This is an optimization exercise on Yosys and OpenROAD, whose aim is a short achievable clock period and few clock cycles, not a production implementation.
Only simulation tests tie the RTL to the original design; equivalence was not proved.
Power is estimated from default activity; no workload was simulated.

==> flow/design.v <==
`timescale 1ns/1ps
package scalar_pkg;
    localparam int data_width    = 32;
    localparam int addr_width    = 12;
    localparam int reg_count     = 16;
    localparam int reg_idx_width = 4;
    localparam logic [data_width-1:0] halt_marker    = 32'hFFFF_FFFF;
    localparam logic [data_width-1:0] barrier_marker = 32'hAAAA_AAAA;
    typedef enum logic [3:0] {
        op_nop      = 4'd0,
        op_load_imm = 4'd1,
        op_jump     = 4'd2,
        op_branch   = 4'd3,
        op_alu      = 4'd4,
        op_load_pc  = 4'd5,
        op_halt     = 4'd6,
        op_sync     = 4'd7
    } op_t;
    typedef enum logic [2:0] {
        alu_add = 3'd0,
        alu_sub = 3'd1,
        alu_and = 3'd2,
        alu_or  = 3'd3,
        alu_xor = 3'd4,
        alu_cmp = 3'd7
    } alu_op_t;
    typedef enum logic [3:0] {
        cond_none   = 4'd0,
        cond_eq     = 4'd1,
        cond_ne     = 4'd2,
        cond_lt     = 4'd3,
        cond_ge     = 4'd4,
        cond_cs     = 4'd5,
        cond_cc     = 4'd6,
        cond_vs     = 4'd7,
        cond_vc     = 4'd8,
        cond_always = 4'd15
    } cond_t;
    typedef enum logic [1:0] {
        stage_fetch     = 2'd0,
        stage_decode    = 2'd1,
        stage_execute   = 2'd2,
        stage_writeback = 2'd3
    } stage_t;
    typedef struct packed {
        logic zero;
        logic negative;
        logic carry;
        logic overflow;
    } flags_t;
    typedef struct packed {
        logic [3:0]               op;
        logic [reg_idx_width-1:0] src;
        logic [reg_idx_width-1:0] dest;
        logic [2:0]               alu_op;
        logic [3:0]               cond;
        logic [3:0]               sync_sel;
        logic [addr_width-1:0]    addr;
        logic [data_width-1:0]    imm;    
        logic                     take_branch;
    } decoded_t;
endpackage
`timescale 1ns/1ps
module scalar_core (
    input  logic        clock,
    input  logic        reset,
    input  logic        enable,
    input  logic [31:0] instruction,
    output logic [31:0] data_out,
    output logic        data_valid,
    output logic [11:0] prog_mem_addr,
    output logic        prog_mem_read
);
    localparam logic [31:0] HALT_MARKER    = 32'hFFFF_FFFF;
    localparam logic [31:0] BARRIER_MARKER = 32'hAAAA_AAAA;
    logic        running;
    logic [31:0] regs [16];
    logic        zf, nf, cf, vf;
    logic [15:0] w_oh;           
    logic [31:0] w_res;
    logic [31:0] regs_rd [16];   
    logic        e_wr;           
    logic        e_ldi;
    logic        e_flg;          
    logic        e_arith;        
    logic        e_sub;          
    logic        e_and, e_or;
    logic [3:0]  e_dest;
    logic [15:0] e_imm;
    logic [31:0] e_sb;           
    logic [31:0] e_d;            
    logic        e_osrc, e_obar, e_ohalt;
    logic [8:3]  e_chk;          
    logic        e_jr;           
    logic        e_pred;         
    logic [8:3]  hist;           
    logic [11:0] e_alt;          
    logic adv;
    assign adv           = enable & running;
    assign prog_mem_read = enable & running;
    function automatic logic cond_eval(input logic [3:0] c, input logic z, input logic n,
                                       input logic cy, input logic v);
        case (c)
            4'd1:    cond_eval = z;
            4'd2:    cond_eval = !z;
            4'd3:    cond_eval = n;
            4'd4:    cond_eval = !n;
            4'd5:    cond_eval = cy;
            4'd6:    cond_eval = !cy;
            4'd7:    cond_eval = v;
            4'd8:    cond_eval = !v;
            4'd15:   cond_eval = 1'b1;
            default: cond_eval = 1'b0;
        endcase
    endfunction
    logic [31:0] x, lres, alu_res, res, sum;
    logic [31:0] pg_g [6];       
    logic [31:0] pg_p [6];
    logic [32:0] cy;             
    logic        n_z, n_n, n_c, n_v;
    logic        b_z, b_n, b_c, b_v;    
    logic        l_n;                   
    logic        e_out;
    logic        mis;
    always_comb begin
        x = e_d ^ e_sb;
        pg_g[0]    = e_d;
        pg_p[0]    = x;
        pg_g[0][0] = x[0] ? e_sub : e_d[0];
        pg_p[0][0] = 1'b0;
        for (int l = 0; l < 5; l++) begin
            for (int i = 0; i < 32; i++) begin
                if (i >= (1 << l)) begin
                    pg_g[l+1][i] = pg_p[l][i] ? pg_g[l][i - (1 << l)] : pg_g[l][i];
                    pg_p[l+1][i] = pg_p[l][i] & pg_p[l][i - (1 << l)];
                end else begin
                    pg_g[l+1][i] = pg_g[l][i];
                    pg_p[l+1][i] = pg_p[l][i];
                end
            end
        end
        cy  = {pg_g[5], e_sub};
        sum = x ^ cy[31:0];
        lres    = e_and ? (e_d & e_sb) : e_or ? (e_d | e_sb) : x;
        alu_res = e_arith ? sum : lres;
        res     = e_ldi ? {{16{e_imm[15]}}, e_imm} : alu_res;
        if (e_arith)    n_z = ~|(x ^ {e_d[30:0] | e_sb[30:0], e_sub});
        else if (e_and) n_z = ~|(e_d & e_sb);
        else if (e_or)  n_z = ~|(e_d | e_sb);
        else            n_z = ~|x;
        n_n = alu_res[31];
        n_c = e_arith & cy[32];
        n_v = e_arith & (cy[32] ^ cy[31]);
    end
    assign l_n   = e_and ? (e_d[31] & e_sb[31]) : e_or ? (e_d[31] | e_sb[31]) : x[31];
    assign b_z   = e_flg ? n_z : zf;
    assign b_n   = e_flg ? l_n : nf;
    assign b_c   = e_flg ? 1'b0 : cf;
    assign b_v   = e_flg ? 1'b0 : vf;
    logic [8:3]  c_val;          
    logic        e_taken;
    assign c_val   = {!vf, vf, !cf, cf, !nf, nf};
    assign e_taken = |(e_chk & c_val);
    assign mis     = e_jr | ((|e_chk) & (e_taken != e_pred));
    assign e_out = e_osrc | e_obar | e_ohalt;
    logic [3:0]  f_op, f_src, f_dest, f_sel, f_cond;
    logic [2:0]  f_a;
    logic [11:0] f_addr, pa_inc, pa_next;
    logic [31:0] rs, rd, s_fwd, d_fwd;
    logic        f_ldi, f_jmp, f_br, f_alu, f_ldpc, f_halt, f_sync;
    logic        f_alu_wr, f_alu_flg, f_sub;
    logic        hz_s, hz_d;
    logic        br_chk, br_take, f_pred;
    logic        ldpc_fast, f_go;
    logic        f_bar, f_sout;
    logic        f_oreq, f_ook, f_out;
    always_comb begin
        f_op   = instruction[31:28];
        f_src  = instruction[27:24];
        f_dest = instruction[23:20];
        f_sel  = instruction[19:16];
        f_a    = instruction[18:16];
        f_cond = instruction[15:12];
        f_addr = instruction[11:0];
        f_ldi  = (f_op == 4'd1);
        f_jmp  = (f_op == 4'd2);
        f_br   = (f_op == 4'd3);
        f_alu  = (f_op == 4'd4);
        f_ldpc = (f_op == 4'd5);
        f_halt = (f_op == 4'd6);
        f_sync = (f_op == 4'd7);
        f_bar  = f_sync & (f_sel == 4'd0);
        f_sout = f_sync & (f_sel == 4'd1);
        f_alu_wr  = f_alu & (f_a <= 3'd4);
        f_alu_flg = f_alu & ((f_a <= 3'd4) | (f_a == 3'd7));
        f_sub     = f_alu & ((f_a == 3'd1) | (f_a == 3'd7));
        for (int i = 0; i < 16; i++) regs_rd[i] = w_oh[i] ? w_res : regs[i];
        rs = regs_rd[f_src];
        rd = regs_rd[f_dest];
        hz_s = e_wr & (e_dest == f_src);
        hz_d = e_wr & (e_dest == f_dest);
        s_fwd = hz_s ? res : rs;
        d_fwd = hz_d ? res : rd;
        pa_inc = prog_mem_addr + 12'd1;
        br_chk  = f_br & (f_cond >= 4'd3) & (f_cond <= 4'd8) & e_flg & e_arith;
        case (f_cond)
            4'd3:    f_pred = hist[3];
            4'd4:    f_pred = hist[4];
            4'd5:    f_pred = hist[5];
            4'd6:    f_pred = hist[6];
            4'd7:    f_pred = hist[7];
            default: f_pred = hist[8];
        endcase
        br_take = br_chk ? f_pred : cond_eval(f_cond, b_z, b_n, b_c, b_v);
        ldpc_fast = hz_s & e_ldi;
        f_go = !mis;
        f_oreq = f_halt | f_bar | f_sout;
        f_ook  = !e_out & !(f_sout & hz_s);
        f_out  = f_oreq & f_ook & !mis;
        if (mis)                               pa_next = e_alt;
        else if (f_jmp | (f_br & br_take))     pa_next = f_addr;
        else if (f_ldpc & ldpc_fast)           pa_next = e_imm[11:0];
        else                                   pa_next = pa_inc;
    end
    always_ff @(posedge clock or posedge reset) begin
        if (reset) begin
            for (int i = 0; i < 16; i++) regs[i] <= '0;
        end else begin
            for (int i = 0; i < 16; i++) begin
                if (w_oh[i]) regs[i] <= w_res;    
            end
        end
    end
    always_ff @(posedge clock or posedge reset) begin
        if (reset) begin
            {zf, nf, cf, vf} <= 4'd0;
        end else if (adv & e_flg) begin
            {zf, nf, cf, vf} <= {n_z, n_n, n_c, n_v};
        end
    end
    always_ff @(posedge clock or posedge reset) begin
        if (reset) begin
            prog_mem_addr <= '0;
            running       <= 1'b1;
            w_oh          <= '0;
            w_res         <= '0;
            data_valid    <= 1'b0;
            data_out      <= '0;
            e_wr    <= 1'b0;
            e_ldi   <= 1'b0;
            e_flg   <= 1'b0;
            e_arith <= 1'b0;
            e_sub   <= 1'b0;
            e_and   <= 1'b0;
            e_or    <= 1'b0;
            e_dest  <= '0;
            e_imm   <= '0;
            e_sb    <= '0;
            e_d     <= '0;
            e_osrc  <= 1'b0;
            e_obar  <= 1'b0;
            e_ohalt <= 1'b0;
            e_chk   <= '0;
            e_jr    <= 1'b0;
            e_pred  <= 1'b0;
            hist    <= '0;
            e_alt   <= '0;
        end else begin
            data_valid <= adv & (e_out | f_out);
            if (adv) begin
                prog_mem_addr <= pa_next;
                for (int i = 0; i < 16; i++) w_oh[i] <= e_wr & (e_dest == i);
                w_res         <= res;
                if (e_ohalt | (f_out & f_halt)) running <= 1'b0;
                if (e_out) begin
                    data_out <= e_obar ? BARRIER_MARKER : e_ohalt ? HALT_MARKER : e_sb;
                end else begin
                    data_out <= f_halt ? HALT_MARKER : f_bar ? BARRIER_MARKER : rs;
                end
                e_wr    <= f_go & (f_ldi | f_alu_wr);
                e_ldi   <= f_go & f_ldi;
                e_flg   <= f_go & f_alu_flg;
                e_arith <= (f_a == 3'd0) | (f_a == 3'd1) | (f_a == 3'd7);
                e_sub   <= f_sub;
                e_and   <= (f_a == 3'd2);
                e_or    <= (f_a == 3'd3);
                e_dest  <= f_dest;
                e_imm   <= instruction[15:0];
                e_sb    <= s_fwd ^ {32{f_sub}};
                e_d     <= d_fwd;
                e_osrc  <= f_go & f_sout & !f_ook;
                e_obar  <= f_go & f_bar & !f_ook;
                e_ohalt <= f_go & f_halt & !f_ook;
                for (int c = 3; c <= 8; c++) e_chk[c] <= f_go & br_chk & (f_cond == c);
                e_jr    <= f_go & f_ldpc & !ldpc_fast;
                e_pred  <= br_take;
                e_alt   <= (f_br & br_take) ? pa_inc : f_ldpc ? s_fwd[11:0] : f_addr;
                for (int c = 3; c <= 8; c++) if (e_chk[c]) hist[c] <= c_val[c];
            end
        end
    end
endmodule
Settings: LEC_CHECK=0, CAP_MARGIN=40, CORE_MARGIN=2, CORE_UTILIZATION=30, SETUP_SLACK_MARGIN=4.0, SLEW_MARGIN=40, TNS_END_PERCENT=100; clock period 7.0 ns.
run.sh (not shown) runs the stock make flow with config.mk's settings and CLKGATE_MAP_FILE= SYNTH_SCRIPT=/design/flow/synth_recipe.tcl, a recipe that flattens the netlist after the stock synthesis.
Testbench counts at the start, summed over its fixed seeds: cycles 76,439.
Edit:
--- a/flow/design.v
+++ b/flow/design.v
@@ -75,11 +75,8 @@
     localparam logic [31:0] BARRIER_MARKER = 32'hAAAA_AAAA;
     logic        running;
     logic [31:0] regs [16];
     logic        zf, nf, cf, vf;
-    logic [15:0] w_oh;           
-    logic [31:0] w_res;
-    logic [31:0] regs_rd [16];   
     logic        e_wr;           
     logic        e_ldi;
     logic        e_flg;          
     logic        e_arith;        
@@ -193,11 +190,10 @@
         f_sout = f_sync & (f_sel == 4'd1);
         f_alu_wr  = f_alu & (f_a <= 3'd4);
         f_alu_flg = f_alu & ((f_a <= 3'd4) | (f_a == 3'd7));
         f_sub     = f_alu & ((f_a == 3'd1) | (f_a == 3'd7));
-        for (int i = 0; i < 16; i++) regs_rd[i] = w_oh[i] ? w_res : regs[i];
-        rs = regs_rd[f_src];
-        rd = regs_rd[f_dest];
+        rs = regs[f_src];
+        rd = regs[f_dest];
         hz_s = e_wr & (e_dest == f_src);
         hz_d = e_wr & (e_dest == f_dest);
         s_fwd = hz_s ? res : rs;
         d_fwd = hz_d ? res : rd;
@@ -216,20 +212,18 @@
         f_go = !mis;
         f_oreq = f_halt | f_bar | f_sout;
         f_ook  = !e_out & !(f_sout & hz_s);
         f_out  = f_oreq & f_ook & !mis;
-        if (mis)                               pa_next = e_alt;
+        if (mis)                               pa_next = e_jr ? e_sb[11:0] : e_alt;
         else if (f_jmp | (f_br & br_take))     pa_next = f_addr;
         else if (f_ldpc & ldpc_fast)           pa_next = e_imm[11:0];
         else                                   pa_next = pa_inc;
     end
     always_ff @(posedge clock or posedge reset) begin
         if (reset) begin
             for (int i = 0; i < 16; i++) regs[i] <= '0;
-        end else begin
-            for (int i = 0; i < 16; i++) begin
-                if (w_oh[i]) regs[i] <= w_res;    
-            end
+        end else if (adv & e_wr) begin
+            regs[e_dest] <= res;
         end
     end
     always_ff @(posedge clock or posedge reset) begin
         if (reset) begin
@@ -241,10 +235,8 @@
     always_ff @(posedge clock or posedge reset) begin
         if (reset) begin
             prog_mem_addr <= '0;
             running       <= 1'b1;
-            w_oh          <= '0;
-            w_res         <= '0;
             data_valid    <= 1'b0;
             data_out      <= '0;
             e_wr    <= 1'b0;
             e_ldi   <= 1'b0;
@@ -268,10 +260,8 @@
         end else begin
             data_valid <= adv & (e_out | f_out);
             if (adv) begin
                 prog_mem_addr <= pa_next;
-                for (int i = 0; i < 16; i++) w_oh[i] <= e_wr & (e_dest == i);
-                w_res         <= res;
                 if (e_ohalt | (f_out & f_halt)) running <= 1'b0;
                 if (e_out) begin
                     data_out <= e_obar ? BARRIER_MARKER : e_ohalt ? HALT_MARKER : e_sb;
                 end else begin
@@ -293,9 +283,9 @@
                 e_ohalt <= f_go & f_halt & !f_ook;
                 for (int c = 3; c <= 8; c++) e_chk[c] <= f_go & br_chk & (f_cond == c);
                 e_jr    <= f_go & f_ldpc & !ldpc_fast;
                 e_pred  <= br_take;
-                e_alt   <= (f_br & br_take) ? pa_inc : f_ldpc ? s_fwd[11:0] : f_addr;
+                e_alt   <= br_take ? pa_inc : f_addr;
                 for (int c = 3; c <= 8; c++) if (e_chk[c]) hist[c] <= c_val[c];
             end
         end
     end
=> The new run passed the timing, DRC and antenna checks. Routed wire length fell by 10%. Power fell by 8.5%. Sequential share of layout area fell by 0.16 points. Synthesized area fell by 7.6%. Cell area fell by 6.4%. Via count fell by 1.1%. Worst setup slack improves by 130 ps. Critical path depth rose by 2. Non-clock buffer count rose by 16. Fmax rose by 4.0%. Worst hold slack degrades by 5.9 ps. Core utilization rose by 0.51 points. Final cell count fell by 2.5%.
Testbench counts after the change, summed over its fixed seeds: cycles 76,439.

what the ideal ports hide:
No port has a modelled driver above. Below, the same layouts with a new extraction and two added sets of constraints. Step 1: set_driving_cell puts a clkbuf_16 on clock and a buf_2 on each other input, an assumption about the parent block. Step 2 times the ports against the registers' clock, not the clock port: input delays grow and output delays shrink by t, the midpoint of the rising clock arrivals with the driver on. Three values: ideal, step 1, step 2; two values: the first two.
run	shift t [ns]	slack for setup (ns)	latest minus earliest clock arrival (ns)	pins driven straight from the clock port
the first run	0.760	3.511 / 3.371 / 2.611	0.078 / 0.077	1
the second run	0.727	3.645 / 3.645 / 3.067	0.041 / 0.042	1
After both steps setup and hold are still met in every run listed. For the first run, which loses most, drivers alone change the setup slack by -0.140 ns; drivers and shift together by -0.900 ns.
